What follows belongs to an exercise in optimizing a design on an open flow for small area, a short achievable clock period and few clock cycles; a production flow would make more cautious choices.
The RTL was checked by simulation tests, not by an equivalence proof against the original design.

==> design.v <==
package lane_pkg;
  localparam int DATA_WIDTH_DEF = 32;
  localparam int REG_NUM_DEF    = 8;
  localparam int ELEMS_DEF      = 8;
  localparam int ALU_LAT_DEF    = 3;
  typedef enum logic [2:0] {
    ADD = 3'd0,
    SUB = 3'd1,
    AND = 3'd2,
    OR  = 3'd3,
    XOR = 3'd4,
    MIN = 3'd5,
    MAX = 3'd6,
    MUL = 3'd7
  } alu_op_e;
  typedef enum logic [1:0] {
    VV = 2'd0,
    VX = 2'd1,
    VI = 2'd2
  } operand_sel_e;
  typedef enum logic [2:0] {
    IDLE,
    READ_B,
    READ_A,
    READ_MASK,
    ISSUE
  } fetch_state_e;
  typedef struct packed {
    alu_op_e      op;
    operand_sel_e sel;
    logic         vm;
    logic [2:0]   vd;
    logic [4:0]   vs1_imm;
    logic [2:0]   vs2;
  } lane_instr_t;
endpackage
module vrf_arbiter #(
  parameter int DATA_WIDTH = 32,
  parameter int REG_NUM    = 8,
  parameter int ELEMS      = 8,
  localparam int REG_B     = $clog2(REG_NUM),
  localparam int ELEM_B    = $clog2(ELEMS),
  localparam int CNT_B     = $clog2(ELEMS + 1)
) (
  input  logic                  clk_i,
  input  logic                  resetn_i,
  input  logic                  host_req_i,
  input  logic                  host_we_i,
  input  logic [REG_B-1:0]      host_reg_idx_i,
  input  logic [ELEM_B-1:0]     host_elem_i,
  input  logic [DATA_WIDTH-1:0] host_wdata_i,
  output logic                  host_gnt_o,
  input  logic                  fetch_req_i,
  input  logic                  fetch_we_i,
  input  logic [REG_B-1:0]      fetch_reg_idx_i,
  input  logic [ELEM_B-1:0]     fetch_elem_i,
  input  logic [DATA_WIDTH-1:0] fetch_wdata_i,
  output logic                  fetch_gnt_o,
  input  logic                  wb_req_i,
  input  logic                  wb_we_i,
  input  logic [REG_B-1:0]      wb_reg_idx_i,
  input  logic [ELEM_B-1:0]     wb_elem_i,
  input  logic [DATA_WIDTH-1:0] wb_wdata_i,
  output logic                  wb_gnt_o,
  output logic                  we_o,
  output logic [REG_B-1:0]      reg_idx_o,
  output logic [ELEM_B-1:0]     elem_o,
  output logic [DATA_WIDTH-1:0] wdata_o
);
  logic [CNT_B-1:0] deny_cnt_q;
  logic             host_first;
  assign host_first = host_req_i && (deny_cnt_q == CNT_B'(ELEMS));
  always_comb begin
    wb_gnt_o    = wb_req_i;
    fetch_gnt_o = fetch_req_i && !wb_req_i && !host_first;
    host_gnt_o  = host_req_i && !wb_req_i && (!fetch_req_i || host_first);
    if (wb_gnt_o) begin
      we_o      = wb_we_i;
      reg_idx_o = wb_reg_idx_i;
      elem_o    = wb_elem_i;
      wdata_o   = wb_wdata_i;
    end else if (fetch_gnt_o) begin
      we_o      = fetch_we_i;
      reg_idx_o = fetch_reg_idx_i;
      elem_o    = fetch_elem_i;
      wdata_o   = fetch_wdata_i;
    end else begin
      we_o      = host_gnt_o && host_we_i;
      reg_idx_o = host_reg_idx_i;
      elem_o    = host_elem_i;
      wdata_o   = host_wdata_i;
    end
  end
  always_ff @(posedge clk_i or negedge resetn_i) begin
    if (!resetn_i) begin
      deny_cnt_q <= '0;
    end else if (!host_req_i || host_gnt_o) begin
      deny_cnt_q <= '0;
    end else if (deny_cnt_q != CNT_B'(ELEMS)) begin
      deny_cnt_q <= deny_cnt_q + 1'b1;
    end
  end
endmodule
module vector_regfile #(
  parameter int DATA_WIDTH = 32,
  parameter int REG_NUM    = 8,
  parameter int ELEMS      = 8,
  localparam int REG_B     = $clog2(REG_NUM),
  localparam int ELEM_B    = $clog2(ELEMS)
) (
  input  logic                  clk_i,
  input  logic                  resetn_i,
  input  logic                  we_i,
  input  logic [REG_B-1:0]      reg_idx_i,
  input  logic [ELEM_B-1:0]     elem_i,
  input  logic [DATA_WIDTH-1:0] wdata_i,
  output logic [DATA_WIDTH-1:0] rdata_o
);
  logic [DATA_WIDTH-1:0] mem_q [REG_NUM][ELEMS];
  always_ff @(posedge clk_i or negedge resetn_i) begin
    if (!resetn_i) begin
      for (int r = 0; r < REG_NUM; r++) begin
        for (int e = 0; e < ELEMS; e++) begin
          mem_q[r][e] <= '0;
        end
      end
    end else if (we_i) begin
      mem_q[reg_idx_i][elem_i] <= wdata_i;
    end
  end
  assign rdata_o = mem_q[reg_idx_i][elem_i];
endmodule
module apb_lane_regs #(
  parameter int DATA_WIDTH = 32,
  parameter int REG_NUM    = 8,
  parameter int ELEMS      = 8,
  localparam int REG_B     = $clog2(REG_NUM),
  localparam int ELEM_B    = $clog2(ELEMS)
) (
  input  logic                  clk_i,
  input  logic                  resetn_i,
  input  logic                  psel_i,
  input  logic                  penable_i,
  input  logic                  pwrite_i,
  input  logic [7:0]            paddr_i,
  input  logic [DATA_WIDTH-1:0] pwdata_i,
  output logic [DATA_WIDTH-1:0] prdata_o,
  output logic                  pready_o,
  output logic                  pslverr_o,
  output logic                  host_req_o,
  output logic                  host_we_o,
  output logic [REG_B-1:0]      host_reg_idx_o,
  output logic [ELEM_B-1:0]     host_elem_o,
  output logic [DATA_WIDTH-1:0] host_wdata_o,
  input  logic                  host_gnt_i,
  input  logic [DATA_WIDTH-1:0] host_rdata_i,
  input  logic                  done_i,
  output lane_pkg::lane_instr_t instr_o,
  output logic [DATA_WIDTH-1:0] scalar_o,
  output logic                  start_o
);
  localparam logic [7:0] ADDR_SCALAR = 8'h40;
  localparam logic [7:0] ADDR_INSTR  = 8'h44;
  localparam logic [7:0] ADDR_STATUS = 8'h48;
  localparam int         INSTR_W     = 17;   
  logic        access;
  logic        is_elem;
  logic        busy_q;
  lane_pkg::lane_instr_t instr_q;
  logic [DATA_WIDTH-1:0] scalar_q;
  assign access  = psel_i && penable_i;
  assign is_elem = (paddr_i < 8'(REG_NUM * ELEMS));
  assign host_req_o     = access && is_elem;
  assign host_we_o      = pwrite_i;
  assign host_reg_idx_o = paddr_i[ELEM_B +: REG_B];
  assign host_elem_o    = paddr_i[ELEM_B-1:0];
  assign host_wdata_o   = pwdata_i;
  assign start_o = access && pwrite_i && (paddr_i == ADDR_INSTR) && !busy_q;
  always_comb begin
    if (is_elem) begin
      pready_o = access && host_gnt_i;
    end else if (pwrite_i && (paddr_i == ADDR_INSTR)) begin
      pready_o = access && !busy_q;
    end else begin
      pready_o = access;
    end
  end
  always_comb begin
    if (is_elem) begin
      prdata_o = host_rdata_i;
    end else begin
      case (paddr_i)
        ADDR_SCALAR: prdata_o = scalar_q;
        ADDR_INSTR:  prdata_o = DATA_WIDTH'(instr_q);
        ADDR_STATUS: prdata_o = DATA_WIDTH'(busy_q);
        default:     prdata_o = '0;
      endcase
    end
  end
  always_ff @(posedge clk_i or negedge resetn_i) begin
    if (!resetn_i) begin
      scalar_q <= '0;
      instr_q  <= '0;
      busy_q   <= 1'b0;
    end else begin
      if (access && pwrite_i && (paddr_i == ADDR_SCALAR)) begin
        scalar_q <= pwdata_i;
      end
      if (start_o) begin
        instr_q <= pwdata_i[INSTR_W-1:0];
        busy_q  <= 1'b1;
      end else if (done_i) begin
        busy_q <= 1'b0;
      end
    end
  end
  assign instr_o   = instr_q;
  assign scalar_o  = scalar_q;
  assign pslverr_o = 1'b0;
endmodule
module operand_fetch #(
  parameter int DATA_WIDTH = 32,
  parameter int REG_NUM    = 8,
  parameter int ELEMS      = 8,
  localparam int REG_B     = $clog2(REG_NUM),
  localparam int ELEM_B    = $clog2(ELEMS)
) (
  input  logic                  clk_i,
  input  logic                  resetn_i,
  input  logic                  start_i,
  input  lane_pkg::lane_instr_t instr_i,
  input  logic [DATA_WIDTH-1:0] scalar_i,
  output logic                  fetch_req_o,
  output logic                  fetch_we_o,
  output logic [REG_B-1:0]      fetch_reg_idx_o,
  output logic [ELEM_B-1:0]     fetch_elem_o,
  output logic [DATA_WIDTH-1:0] fetch_wdata_o,
  input  logic                  fetch_gnt_i,
  input  logic [DATA_WIDTH-1:0] fetch_rdata_i,
  output logic                  valid_o,
  output logic [DATA_WIDTH-1:0] a_o,
  output logic [DATA_WIDTH-1:0] b_o,
  output lane_pkg::alu_op_e     op_o,
  output logic [ELEM_B-1:0]     elem_o,
  output logic                  wr_en_o,
  output logic                  last_o
);
  lane_pkg::fetch_state_e          state_q, state_d;
  logic [ELEM_B-1:0]     cnt_q;
  logic [DATA_WIDTH-1:0] a_q, b_q, scalar_q;
  logic                  mask_q;
  logic                  last_elem;
  assign last_elem = (cnt_q == ELEM_B'(ELEMS - 1));
  always_comb begin
    state_d = state_q;
    case (state_q)
      lane_pkg::IDLE:      if (start_i) state_d = lane_pkg::READ_B;
      lane_pkg::READ_B:    if (fetch_gnt_i) begin
        if (instr_i.sel == lane_pkg::VV) state_d = lane_pkg::READ_A;
        else                   state_d = instr_i.vm ? lane_pkg::ISSUE : lane_pkg::READ_MASK;
      end
      lane_pkg::READ_A:    if (fetch_gnt_i) state_d = instr_i.vm ? lane_pkg::ISSUE : lane_pkg::READ_MASK;
      lane_pkg::READ_MASK: if (fetch_gnt_i) state_d = lane_pkg::ISSUE;
      lane_pkg::ISSUE:     state_d = last_elem ? lane_pkg::IDLE : lane_pkg::READ_B;
      default:   state_d = lane_pkg::IDLE;
    endcase
  end
  always_ff @(posedge clk_i or negedge resetn_i) begin
    if (!resetn_i) begin
      state_q <= lane_pkg::IDLE;
      cnt_q   <= '0;
    end else begin
      state_q <= state_d;
      if (state_q == lane_pkg::IDLE) cnt_q <= '0;
      else if (state_q == lane_pkg::ISSUE && !last_elem) cnt_q <= cnt_q + 1'b1;
    end
  end
  always_ff @(posedge clk_i) begin
    if (state_q == lane_pkg::IDLE && start_i) scalar_q <= scalar_i;
    if (state_q == lane_pkg::READ_B && fetch_gnt_i) b_q <= fetch_rdata_i;
    if (state_q == lane_pkg::READ_A && fetch_gnt_i) a_q <= fetch_rdata_i;
    if (state_q == lane_pkg::READ_MASK && fetch_gnt_i) mask_q <= fetch_rdata_i[0];
  end
  always_comb begin
    fetch_req_o     = (state_q == lane_pkg::READ_B) || (state_q == lane_pkg::READ_A) || (state_q == lane_pkg::READ_MASK);
    fetch_reg_idx_o = REG_B'(instr_i.vs2);
    if (state_q == lane_pkg::READ_A) fetch_reg_idx_o = REG_B'(instr_i.vs1_imm);
    if (state_q == lane_pkg::READ_MASK) fetch_reg_idx_o = '0;
  end
  assign fetch_we_o    = 1'b0;
  assign fetch_elem_o  = cnt_q;
  assign fetch_wdata_o = '0;
  always_comb begin
    case (instr_i.sel)
      lane_pkg::VX:      a_o = scalar_q;
      lane_pkg::VI:      a_o = DATA_WIDTH'(instr_i.vs1_imm);
      default: a_o = a_q;
    endcase
  end
  assign valid_o = (state_q == lane_pkg::ISSUE);
  assign b_o     = b_q;
  assign op_o    = instr_i.op;
  assign elem_o  = cnt_q;
  assign wr_en_o = instr_i.vm || mask_q;
  assign last_o  = valid_o && last_elem;
endmodule
module vector_alu #(
  parameter int DATA_WIDTH = 32,
  parameter int ELEMS      = 8,
  parameter int ALU_LAT    = 3,
  localparam int ELEM_B    = $clog2(ELEMS)
) (
  input  logic                  clk_i,
  input  logic                  resetn_i,
  input  logic                  valid_i,
  input  logic [DATA_WIDTH-1:0] a_i,
  input  logic [DATA_WIDTH-1:0] b_i,
  input  lane_pkg::alu_op_e     op_i,
  input  logic [ELEM_B-1:0]     elem_i,
  input  logic                  wr_en_i,
  input  logic                  last_i,
  output logic                  valid_o,
  output logic [DATA_WIDTH-1:0] result_o,
  output logic [ELEM_B-1:0]     elem_o,
  output logic                  wr_en_o,
  output logic                  last_o
);
  logic [DATA_WIDTH-1:0] result_d;
  logic                  b_lt_a;
  logic [ALU_LAT-1:0]    valid_q;
  logic [ALU_LAT-1:0]    wr_en_q;
  logic [ALU_LAT-1:0]    last_q;
  logic [DATA_WIDTH-1:0] result_q [ALU_LAT];
  logic [ELEM_B-1:0]     elem_q [ALU_LAT];
  assign b_lt_a = ($signed(b_i) < $signed(a_i));
  always_comb begin
    case (op_i)
      lane_pkg::ADD:     result_d = b_i + a_i;
      lane_pkg::SUB:     result_d = b_i - a_i;
      lane_pkg::AND:     result_d = b_i & a_i;
      lane_pkg::OR:      result_d = b_i | a_i;
      lane_pkg::XOR:     result_d = b_i ^ a_i;
      lane_pkg::MIN:     result_d = b_lt_a ? b_i : a_i;
      lane_pkg::MAX:     result_d = b_lt_a ? a_i : b_i;
      lane_pkg::MUL:     result_d = b_i * a_i;
      default: result_d = '0;
    endcase
  end
  always_ff @(posedge clk_i or negedge resetn_i) begin
    if (!resetn_i) begin
      valid_q <= '0;
    end else begin
      valid_q[0] <= valid_i;
      for (int i = 1; i < ALU_LAT; i++) begin
        valid_q[i] <= valid_q[i-1];
      end
    end
  end
  always_ff @(posedge clk_i) begin
    result_q[0] <= result_d;
    elem_q[0]   <= elem_i;
    wr_en_q[0]  <= wr_en_i;
    last_q[0]   <= last_i;
    for (int i = 1; i < ALU_LAT; i++) begin
      result_q[i] <= result_q[i-1];
      elem_q[i]   <= elem_q[i-1];
      wr_en_q[i]  <= wr_en_q[i-1];
      last_q[i]   <= last_q[i-1];
    end
  end
  assign valid_o  = valid_q[ALU_LAT-1];
  assign result_o = result_q[ALU_LAT-1];
  assign elem_o   = elem_q[ALU_LAT-1];
  assign wr_en_o  = wr_en_q[ALU_LAT-1];
  assign last_o   = last_q[ALU_LAT-1];
endmodule
module lane_writeback #(
  parameter int DATA_WIDTH = 32,
  parameter int REG_NUM    = 8,
  parameter int ELEMS      = 8,
  localparam int REG_B     = $clog2(REG_NUM),
  localparam int ELEM_B    = $clog2(ELEMS)
) (
  input  logic                  clk_i,
  input  logic                  resetn_i,
  input  logic                  valid_i,
  input  logic [DATA_WIDTH-1:0] result_i,
  input  logic [ELEM_B-1:0]     elem_i,
  input  logic                  wr_en_i,
  input  logic                  last_i,
  input  logic [REG_B-1:0]      vd_i,
  output logic                  wb_req_o,
  output logic                  wb_we_o,
  output logic [REG_B-1:0]      wb_reg_idx_o,
  output logic [ELEM_B-1:0]     wb_elem_o,
  output logic [DATA_WIDTH-1:0] wb_wdata_o,
  input  logic                  wb_gnt_i,
  output logic                  done_o
);
  logic                  buf_valid_q;
  logic [DATA_WIDTH-1:0] buf_data_q;
  logic [ELEM_B-1:0]     buf_elem_q;
  logic                  buf_last_q;
  logic                  load;
  assign load = valid_i && wr_en_i;
  always_ff @(posedge clk_i or negedge resetn_i) begin
    if (!resetn_i) begin
      buf_valid_q <= 1'b0;
    end else begin
      buf_valid_q <= load || (buf_valid_q && !wb_gnt_i);
    end
  end
  always_ff @(posedge clk_i) begin
    if (load) begin
      buf_data_q <= result_i;
      buf_elem_q <= elem_i;
      buf_last_q <= last_i;
    end
  end
  assign wb_req_o     = buf_valid_q;
  assign wb_we_o      = 1'b1;
  assign wb_reg_idx_o = vd_i;
  assign wb_elem_o    = buf_elem_q;
  assign wb_wdata_o   = buf_data_q;
  assign done_o = (buf_valid_q && wb_gnt_i && buf_last_q) || (valid_i && last_i && !wr_en_i);
endmodule
module vector_lane #(
  parameter int DATA_WIDTH = lane_pkg::DATA_WIDTH_DEF,
  parameter int REG_NUM    = lane_pkg::REG_NUM_DEF,
  parameter int ELEMS      = lane_pkg::ELEMS_DEF,
  parameter int ALU_LAT    = lane_pkg::ALU_LAT_DEF,
  localparam int REG_B     = $clog2(REG_NUM),
  localparam int ELEM_B    = $clog2(ELEMS)
) (
  input  logic                  clk_i,
  input  logic                  resetn_i,
  input  logic                  psel_i,
  input  logic                  penable_i,
  input  logic                  pwrite_i,
  input  logic [7:0]            paddr_i,
  input  logic [DATA_WIDTH-1:0] pwdata_i,
  output logic [DATA_WIDTH-1:0] prdata_o,
  output logic                  pready_o,
  output logic                  pslverr_o
);
  lane_pkg::lane_instr_t           instr;
  logic [DATA_WIDTH-1:0] scalar;
  logic                  start, done;
  logic                  rf_we;
  logic [REG_B-1:0]      rf_reg_idx;
  logic [ELEM_B-1:0]     rf_elem;
  logic [DATA_WIDTH-1:0] rf_wdata, rf_rdata;
  logic                  ex_valid, ex_wr_en, ex_last;
  logic [DATA_WIDTH-1:0] ex_a, ex_b;
  lane_pkg::alu_op_e               ex_op;
  logic [ELEM_B-1:0]     ex_elem;
  logic                  res_valid, res_wr_en, res_last;
  logic [DATA_WIDTH-1:0] res_data;
  logic [ELEM_B-1:0]     res_elem;
  logic                  host_req, host_we, host_gnt;
  logic [REG_B-1:0]      host_reg_idx;
  logic [ELEM_B-1:0]     host_elem;
  logic [DATA_WIDTH-1:0] host_wdata;
  logic                  fetch_req, fetch_we, fetch_gnt;
  logic [REG_B-1:0]      fetch_reg_idx;
  logic [ELEM_B-1:0]     fetch_elem;
  logic [DATA_WIDTH-1:0] fetch_wdata;
  logic                  wb_req, wb_we, wb_gnt;
  logic [REG_B-1:0]      wb_reg_idx;
  logic [ELEM_B-1:0]     wb_elem;
  logic [DATA_WIDTH-1:0] wb_wdata;
  vrf_arbiter #(.DATA_WIDTH(DATA_WIDTH), .REG_NUM(REG_NUM), .ELEMS(ELEMS)) u_arbiter (
    .clk_i, .resetn_i,
    .host_req_i(host_req), .host_we_i(host_we), .host_reg_idx_i(host_reg_idx),
    .host_elem_i(host_elem), .host_wdata_i(host_wdata), .host_gnt_o(host_gnt),
    .fetch_req_i(fetch_req), .fetch_we_i(fetch_we), .fetch_reg_idx_i(fetch_reg_idx),
    .fetch_elem_i(fetch_elem), .fetch_wdata_i(fetch_wdata), .fetch_gnt_o(fetch_gnt),
    .wb_req_i(wb_req), .wb_we_i(wb_we), .wb_reg_idx_i(wb_reg_idx),
    .wb_elem_i(wb_elem), .wb_wdata_i(wb_wdata), .wb_gnt_o(wb_gnt),
    .we_o(rf_we), .reg_idx_o(rf_reg_idx), .elem_o(rf_elem), .wdata_o(rf_wdata)
  );
  vector_regfile #(.DATA_WIDTH(DATA_WIDTH), .REG_NUM(REG_NUM), .ELEMS(ELEMS)) u_regfile (
    .clk_i, .resetn_i, .we_i(rf_we), .reg_idx_i(rf_reg_idx), .elem_i(rf_elem),
    .wdata_i(rf_wdata), .rdata_o(rf_rdata)
  );
  apb_lane_regs #(.DATA_WIDTH(DATA_WIDTH), .REG_NUM(REG_NUM), .ELEMS(ELEMS)) u_regs (
    .clk_i, .resetn_i, .psel_i, .penable_i, .pwrite_i, .paddr_i, .pwdata_i,
    .prdata_o, .pready_o, .pslverr_o,
    .host_req_o(host_req), .host_we_o(host_we), .host_reg_idx_o(host_reg_idx),
    .host_elem_o(host_elem), .host_wdata_o(host_wdata), .host_gnt_i(host_gnt),
    .host_rdata_i(rf_rdata), .done_i(done),
    .instr_o(instr), .scalar_o(scalar), .start_o(start)
  );
  operand_fetch #(.DATA_WIDTH(DATA_WIDTH), .REG_NUM(REG_NUM), .ELEMS(ELEMS)) u_fetch (
    .clk_i, .resetn_i, .start_i(start), .instr_i(instr), .scalar_i(scalar),
    .fetch_req_o(fetch_req), .fetch_we_o(fetch_we), .fetch_reg_idx_o(fetch_reg_idx),
    .fetch_elem_o(fetch_elem), .fetch_wdata_o(fetch_wdata), .fetch_gnt_i(fetch_gnt),
    .fetch_rdata_i(rf_rdata),
    .valid_o(ex_valid), .a_o(ex_a), .b_o(ex_b), .op_o(ex_op), .elem_o(ex_elem),
    .wr_en_o(ex_wr_en), .last_o(ex_last)
  );
  vector_alu #(.DATA_WIDTH(DATA_WIDTH), .ELEMS(ELEMS), .ALU_LAT(ALU_LAT)) u_alu (
    .clk_i, .resetn_i, .valid_i(ex_valid), .a_i(ex_a), .b_i(ex_b), .op_i(ex_op),
    .elem_i(ex_elem), .wr_en_i(ex_wr_en), .last_i(ex_last), .valid_o(res_valid),
    .result_o(res_data), .elem_o(res_elem), .wr_en_o(res_wr_en), .last_o(res_last)
  );
  lane_writeback #(.DATA_WIDTH(DATA_WIDTH), .REG_NUM(REG_NUM), .ELEMS(ELEMS)) u_wb (
    .clk_i, .resetn_i, .valid_i(res_valid), .result_i(res_data), .elem_i(res_elem),
    .wr_en_i(res_wr_en), .last_i(res_last), .vd_i(REG_B'(instr.vd)),
    .wb_req_o(wb_req), .wb_we_o(wb_we), .wb_reg_idx_o(wb_reg_idx),
    .wb_elem_o(wb_elem), .wb_wdata_o(wb_wdata), .wb_gnt_i(wb_gnt),
    .done_o(done)
  );
endmodule
==> run.sh <==
#!/bin/bash
# synth_recipe.tcl (not shown) runs the flow's synth.tcl, then flattens the netlist and writes it again
# the make line also repeats each setting of config.mk as NAME=value (left out here)
make -C /OpenROAD-flow-scripts/flow DESIGN_CONFIG=/design/flow/config.mk WORK_HOME=/design/flow/orfs CLKGATE_MAP_FILE= SYNTH_SCRIPT=/design/flow/synth_recipe.tcl finish
==> config.mk <==
export PLATFORM = sky130hd
export DESIGN_NAME = vector_lane
export DESIGN_NICKNAME = vector_lane
export VERILOG_FILES = /design/flow/design.v
export SDC_FILE = /design/flow/constraint.sdc
export NUM_CORES = 4
export LEC_CHECK = 0
export CAP_MARGIN = 20
export CELL_PAD_IN_SITES_DETAIL_PLACEMENT = 1
export CELL_PAD_IN_SITES_GLOBAL_PLACEMENT = 2
export CORE_MARGIN = 2
export CORE_UTILIZATION = 35
export PLACE_DENSITY = 0.5
export SLEW_MARGIN = 20
==> constraint.sdc <==
create_clock -name core_clock -period 14.0 [get_ports {clk_i}]
set_input_delay 2.8000 -clock core_clock [delete_from_list [all_inputs] [get_ports {clk_i}]]
set_output_delay 2.8000 -clock core_clock [all_outputs]
set_load 0.01 [all_outputs]
==> impl_metrics.tcl <==
set metrics [dict create \
    synth_edf_count 133 \
    yosysUniqueCellTypes 107 \
    start_util_pct 35.10 \
    final_core_util_pct 40.68 \
    netlist.area_leader.share_pct 44.84 \
    post-route-worst-setup-slack_ns 0.6908 \
    drive_above_1_share_pct 11.41 \
    synth_top_family_by_area "compound AO/OA/AOI/OAI gates" \
    max_freq_ghz 0.07514 \
    ys_ff_latch 2356 \
    worst_pin_slew_ns 1.394 \
    antenna_found_initial 77 \
    cts_tree "built" \
    post-dp-hpwl_microns 517600 \
    hold_ws_ns 0.2944 \
    status "no timing/DRC/antenna violations" \
    yosys_warnings 9 \
    nets 12940 \
    finalSetupTns_ns 0 \
    drt-pass1-iter-count 8 \
    gp_congestion 1.001 \
    grt-ovfl-total 0 \
    synth-simple-area-share_pct 13.77 \
    synth_area_leaders "dfrtp_1 45%, a21oi_1 7.6%, fa_1 7.0%" \
    synthArstFlopShare_pct 89.64 \
    min_period_over_period_pct 95.07 \
    root_buffer "clkbuf_16" \
    syn_inst 12339 \
    synth_area_sq_um 117900 \
    ioPinCount 79 \
    synth_fp_nets 13020 \
    cts.htree.levels 5 \
    ys_seq_area_share_pct 50.11 \
    post-route-drc-count 0 \
    synthTopCellsByCount "2,112 x dfrtp_1, 2,079 x nor2_1, 1,787 x a21oi_1, 896 x nand2_1, 779 x clkbuf_1" \
    cts_setup_buffers 0 \
    timing.slew.headroom_pct 7.071 \
    grt_pass1_wl_microns 1007000 \
    vias 109363 \
    min_period_ns 13.31 \
    die_h_microns 584.3 \
    synth_mux_area_share_pct 0.7165 \
    cp.arrival_ns 10.51 \
    numPortBuffers 77 \
    fin_skew_ns 0.08320 \
    hold_viol_final 0 \
    grt_max_degree 162 \
    critPathMaxFanout 32 \
    clock_tree.buffer_depth 4 \
    synthXorXnorAreaFrac_pct 0.9182 \
    path_clk_slew_ns 0.06 \
    rows 213 \
    place_ws_ns 1.122 \
    cts-resized-gates 0 \
    synthFlopType "dfrtp_1" \
    clock_latency_ns 0.95 \
    initialDrtViolationCount 13567 \
    totalWireLength_microns 758400 \
    place_area_sq_um 126700 \
    core_sq_um 335800 \
    holdBufCountCts 0 \
    viasPerCell 6.443 \
    crit_path_start_kind "input pin" \
    synthAdderAreaFrac_pct 9.371 \
    die_area_sq_um 341400 \
    grt_pass1_vias 107478 \
    cap_violations 0 \
    final_area_sq_um 136600 \
    required_ns 11.20 \
    die_w_microns 584.3 \
    crit_type "input pin to output port" \
    area_delta_synth_final_pct 15.88 \
    final_antenna_net_count 0 \
    wl_per_cell_microns 44.68 \
    clock_sinks 2356 \
    yosys.area.top_type "dfrtp_1" \
    slew_viol_final 0 \
    setup-violations-final 0 \
    synth_compound_area_share_pct 19.97 \
    synth_most_common_cell "dfrtp_1" \
    end_kind "output port" \
    hold_class "register to register" \
    avgSynthCellArea_sq_um 9.553 \
    rsz0062_at_grt "false" \
    gr-usage-all-layers_pct 43.80 \
    cts_buffers 287 \
]
[kinds of logic (layout without fill, tap and decap cells)]
kind of cell,Yosys count,in the layout
AO/OA/AOI/OAI,3827,3827
AND/OR/NAND/NOR,3779,3779
flip-flops,2356,2356
buffers and inverters,1539,1689
adder cells (fa/ha/maj),637,637
XOR/XNOR,122,122
multiplexers,78,78
other,1,78
[final timing paths]
path                                                start                                  end  slack (ns)  depth (start not counted)
hold / removal              u_alu.result_q[0][19]$_DFF_P_        u_alu.result_q[1][19]$_DFF_P_        0.29                          0
setup / recovery                               paddr_i[6]                         prdata_o[19]        0.69                         17
setup reg to reg           u_regs.instr_q[13]$_DFFE_PN0P_        u_alu.result_q[0][30]$_DFF_P_        2.73                         31
min in group asynchronous                        resetn_i  u_regfile.mem_q[51][22]$_DFFE_PN0P_        1.79                          1
max in group asynchronous                        resetn_i       u_regs.instr_q[14]$_DFFE_PN0P_        9.01                          6
hold reg to reg             u_alu.result_q[0][19]$_DFF_P_        u_alu.result_q[1][19]$_DFF_P_        0.29                          0
[metal layers]
| layer | vias to the layer above | global-route usage [%] | share of wire, % |
|---|---|---|---|
| met5 | - | 0 | 0.028 |
| met4 | 30 | 29.45 | 8.2 |
| met3 | 2172 | 12.07 | 9.9 |
| met2 | 6709 | 65.67 | 43 |
| met1 | 57615 | 55.10 | 39 |
| li1 | 42837 | - | - |
[registers in the layout, indices dropped and copies added (netlist names), 3 cells and up]
name,cells
u_arbiter.deny_cnt_q,4
u_regs.scalar_q,32
u_regs.instr_q,17
u_alu.last_q,3
u_regfile.mem_q,2048
u_fetch.state_q,3
u_fetch.a_q,32
u_alu.wr_en_q,3
u_alu.elem_q,9
u_fetch.b_q,32
u_fetch.scalar_q,32
u_alu.result_q,96
u_fetch.cnt_q,3
u_wb.buf_data_q,32
u_wb.buf_elem_q,3
u_alu.valid_q,3
[through the flow]
step	cells
final	16973
after CTS	16891
after global placement	16350
after detailed placement	16372
after floorplan	12339
after global routing	16935
[final cells by class]
cell class,instances,area (sq um)
fillers,37141,199200
repair buffers,674,5866
flip-flops and latches,2356,59070
multi-input cells,8444,54530
clock buffers,437,8481
inverters,496,1862
well taps,4407,5514
diodes,77,192.7
clock inverters,82,1076
[worst max-delay path, stage by stage]
cell             delay (ns)
clkdlybuf4s50_1        0.54
and4bb_1               0.26
buf_4                  0.20
a211oi_4               0.91
a21oi_2                0.22
a211o_1                0.58
nor2_4                 0.69
buf_12                 0.38
buf_4                  0.26
a22oi_1                0.39
o22ai_1                0.88
a221o_1                0.49
nor4_4                 0.08
buf_6                  0.19
buf_4                  0.17
o21ai_0                0.61
clkdlybuf4s50_1        0.68
[cell usage in the layout (no fill, tap or decap), types with 36 or more instances in the layout]
master           synthesis  layout
a211oi_1                40      36
a21oi_1               1787    1731
a21oi_4                  1      49
a221oi_1                64      63
a22o_1                 215     215
a22oi_1                537     537
a32oi_1                 80      80
and3_1                 154     149
buf_4                    6     546
clkbuf_1               779      81
clkbuf_16                0     291
clkbuf_8                 0      65
clkdlybuf4s50_1          0      75
clkinv_2                 0      38
dfrtp_1               2112    2110
dfxtp_1                111     111
diode_2                  0      77
edfxtp_1               133     133
fa_1                   410     410
ha_1                   226     225
inv_1                  477     475
mux2_2                  51      51
nand2_1                896     873
nand3_1                165     162
nand4_1                135     135
nor2_1                2079    2032
nor2b_1                 36      36
nor3_1                  99      59
nor3_2                  35      43
nor3_4                   9      41
o21ai_0                625     618
o22ai_1                 60      59
xnor2_1                 97      97
Testbench counts, summed over its fixed seeds: cycles 6,724.

-- port drivers added, routing unchanged --
Ports are ideal in the flow. The routed layout listed here was re-timed in OpenROAD. Step 1 sets driving cells, clkbuf_16 on the clock port and buf_2 on the other inputs (assumed; they add their load-dependent delay and slew). Step 2 times the ports against the registers' clock, not the clock port: input delays grow and output delays shrink by t, the midpoint of the rising clock arrivals with the driver on. Three values: no drivers, after step 1, after step 2; two values: the first two.
t (ns): 1.052
setup slack, ns: 0.691 / 0.657 / 0.657
worst setup path after step 2: input to output
latest minus earliest clock arrival (ns): 0.114 / 0.114
After both steps this run still meets setup and hold. The setup slack of this run moves by -0.034 ns with the drivers and by -0.034 ns with both steps.
